Context: an optimization exercise on an open-source flow, tuned for small area, a short achievable clock period and few clock cycles. The choices shown serve that exercise and are no tape-out recipe. Only simulation tests tie the RTL to the original design; equivalence was not proved. No activity file was given, so power comes from the tool's default toggle rates.

==> flow/design.v (excerpt) <==
module stepper_halfstep_controller_unit (
   input  logic        clock,
   input  logic        reset,
   input  logic        req_valid,
   output logic        req_ready,
   input  logic [2:0]  req_command,
   input  logic        req_motor,
   input  logic [31:0] req_step_count,
   input  logic [1:0]  req_switches_0,
   input  logic [1:0]  req_switches_1,
   output logic        rsp_valid,
   input  logic        rsp_ready,
   output logic [3:0]  rsp_coils_0,
   output logic [3:0]  rsp_coils_1,
   output logic [1:0]  rsp_status,
   output logic [31:0] rsp_position,
   output logic [31:0] rsp_steps_remaining,
   output logic [2:0]  rsp_motor_mode,
   output logic [1:0]  rsp_direction,
   output logic [15:0] rsp_current_period,
   input  logic        csr_we,
   input  logic [1:0]  csr_index,
   input  logic [15:0] csr_wdata
);
   localparam logic [1:0] REG_TARGET_0 = 2'd0;
   localparam logic [1:0] REG_TARGET_1 = 2'd1;
   localparam logic [1:0] REG_START    = 2'd2;
   logic [15:0] tgt0_ff, tgt1_ff, start_ff, wdata_nz;
   logic [16:0] pulln_ff;
   logic        load0_ff, load1_ff;
   assign wdata_nz = (csr_wdata == 16'd0) ? 16'd1 : csr_wdata;
   always_ff @(posedge clock) begin
      if (reset) begin
         tgt0_ff <= 16'd1000; tgt1_ff <= 16'd1000;
         start_ff <= 16'd2000; pulln_ff <= -17'sd100;
         load0_ff <= 1'b0; load1_ff <= 1'b0;
      end else if (csr_we) begin
         load0_ff <= csr_index == REG_TARGET_0;
         load1_ff <= csr_index == REG_TARGET_1;
         case (csr_index)
            REG_TARGET_0: tgt0_ff <= wdata_nz;
            REG_TARGET_1: tgt1_ff <= wdata_nz;
            REG_START:    start_ff <= wdata_nz;
            default:      pulln_ff <= 17'd0 - {1'b0, csr_wdata};
         endcase
      end else begin
         load0_ff <= 1'b0; load1_ff <= 1'b0;
      end
   end
   logic        r_valid, s_valid, s_next, rdy_ff, v_ff, sel_ff, seln_ff, go, accept;
   logic [2:0]  r_cmd, s_cmd;
   logic        r_motor, s_motor;
   logic [31:0] r_count, s_count;
   logic [1:0]  r_sw0, r_sw1, s_sw0, s_sw1;
   logic [1:0]  status_ff;
   assign req_ready = rdy_ff;
   assign accept = req_valid && !s_valid;
   assign go = r_valid && (!v_ff || rsp_ready);
   assign s_next = (go || !r_valid) ? 1'b0 : (s_valid || accept);
   always_ff @(posedge clock) begin
  ...
Size: ~160 I/O pins, roughly 30000 sq um of cells after synthesis.
export LEC_CHECK = 0
export CAP_MARGIN = 20
export CORE_MARGIN = 2
export CORE_UTILIZATION = 40
export SLEW_MARGIN = 20
export TNS_END_PERCENT = 0
create_clock -name core_clock -period 11.5 [get_ports {clock}]
standard.sh (not shown) runs the stock make flow with config.mk's settings and CLKGATE_MAP_FILE= SYNTH_SCRIPT=/design/flow/synth_recipe.tcl, a recipe that flattens the netlist after the stock synthesis.
==> flow/flow/run.sh <==
#!/bin/bash
# The standard layout, with a tighter setup-repair target than the
# clock period (the SDC is unchanged) and plain buffers on the ports.
export SETUP_SLACK_MARGIN=7.4
export BUFFER_PORTS_ARGS="-buffer_cell sky130_fd_sc_hd__buf_2"
bash standard.sh > standard_run.log 2>&1
Testbench counts at the start, summed over its fixed seeds: cycles 24,016.
Change:
--- a/flow/flow/run.sh
+++ b/flow/flow/run.sh
@@ -4 +4 @@
-export SETUP_SLACK_MARGIN=7.4
+export SETUP_SLACK_MARGIN=7.6
Settings changed: TNS_END_PERCENT 0 to default.
The changed run finished with timing, DRC and antenna clean.
Setup slack improves by 0.084 ns.
Power went up by 1.8%.
Wire length rises by 2.6%.
Sequential share of layout area goes down by 1.4 points.
Critical path depth came out lower by 1.
Worst hold slack barely changes.
Clock skew went down by 0.0056 ns.

========
Another version of the RTL of stepper_halfstep_controller_unit (not shown whole).
For scale: about 3600 cells after synthesis, ~470 flip-flops, ~160 I/O pins, roughly 30000 um2 of cells after synthesis.
clock: 11.5 ns
lec_check: 0
cap_margin: 20
core_margin: 2
core_utilization: 40
cts_cluster_diameter: 100
cts_cluster_size: 20
slew_margin: 20
==> flow/flow/run.sh <==
#!/bin/bash
# The standard layout, with a tighter setup-repair target than the
# clock period (the SDC is unchanged) and plain buffers on the ports.
export SETUP_SLACK_MARGIN=7.4
export BUFFER_PORTS_ARGS="-buffer_cell sky130_fd_sc_hd__buf_1"
bash standard.sh > standard_run.log 2>&1
Testbench counts at the start, summed over its fixed seeds: cycles 24,016.
Rerun with:
--- a/flow/flow/run.sh
+++ b/flow/flow/run.sh
@@ -4,3 +4,3 @@
 export SETUP_SLACK_MARGIN=7.4
-export BUFFER_PORTS_ARGS="-buffer_cell sky130_fd_sc_hd__buf_1"
+export BUFFER_PORTS_ARGS="-buffer_cell sky130_fd_sc_hd__buf_2"
 bash standard.sh > standard_run.log 2>&1
CTS_CLUSTER_DIAMETER = 130   (was 100)
CTS_CLUSTER_SIZE = 26   (was 20)
Effect:
- final area drops by about 1.2%
- cell count fell by about 0.4%
- power decreases by 5.6%
- non-clock buffer count falls by 4
- via count stays flat
- synthesized cell count stays the same
- clock power decreases by about 20%
- setup slack is better by 0.057 ns

==> afterwards: timing with drivers on the ports <==
No port has a modelled driver above. Below, the same layouts with a new extraction and two added sets of constraints. Step 1 assumes that a clkbuf_16 drives the clock port and a buf_2 every other input. Step 2, shift: input delay + t, output delay - t, t = (earliest + latest rising clock arrival at the registers) / 2. This alone moves slack from input paths to output paths. Slacks: no drivers / after step 1 / after step 2; pairs: no drivers / after step 1.
run	t (ns)	setup WS [ns]	worst setup path at the end
the first run of note 1	0.701	7.196 / 7.186 / 6.489	input to register
the second run of note 1	0.694	7.280 / 7.213 / 6.935	input to register
the first run of note 2	0.670	7.307 / 7.249 / 6.910	input to register
the second run of note 2	0.659	7.364 / 7.303 / 6.939	input to register
After both steps setup and hold are still met in every run listed. The setup slack of the first run of note 1, which loses most, moves by -0.010 ns with the drivers and by -0.707 ns with both steps.
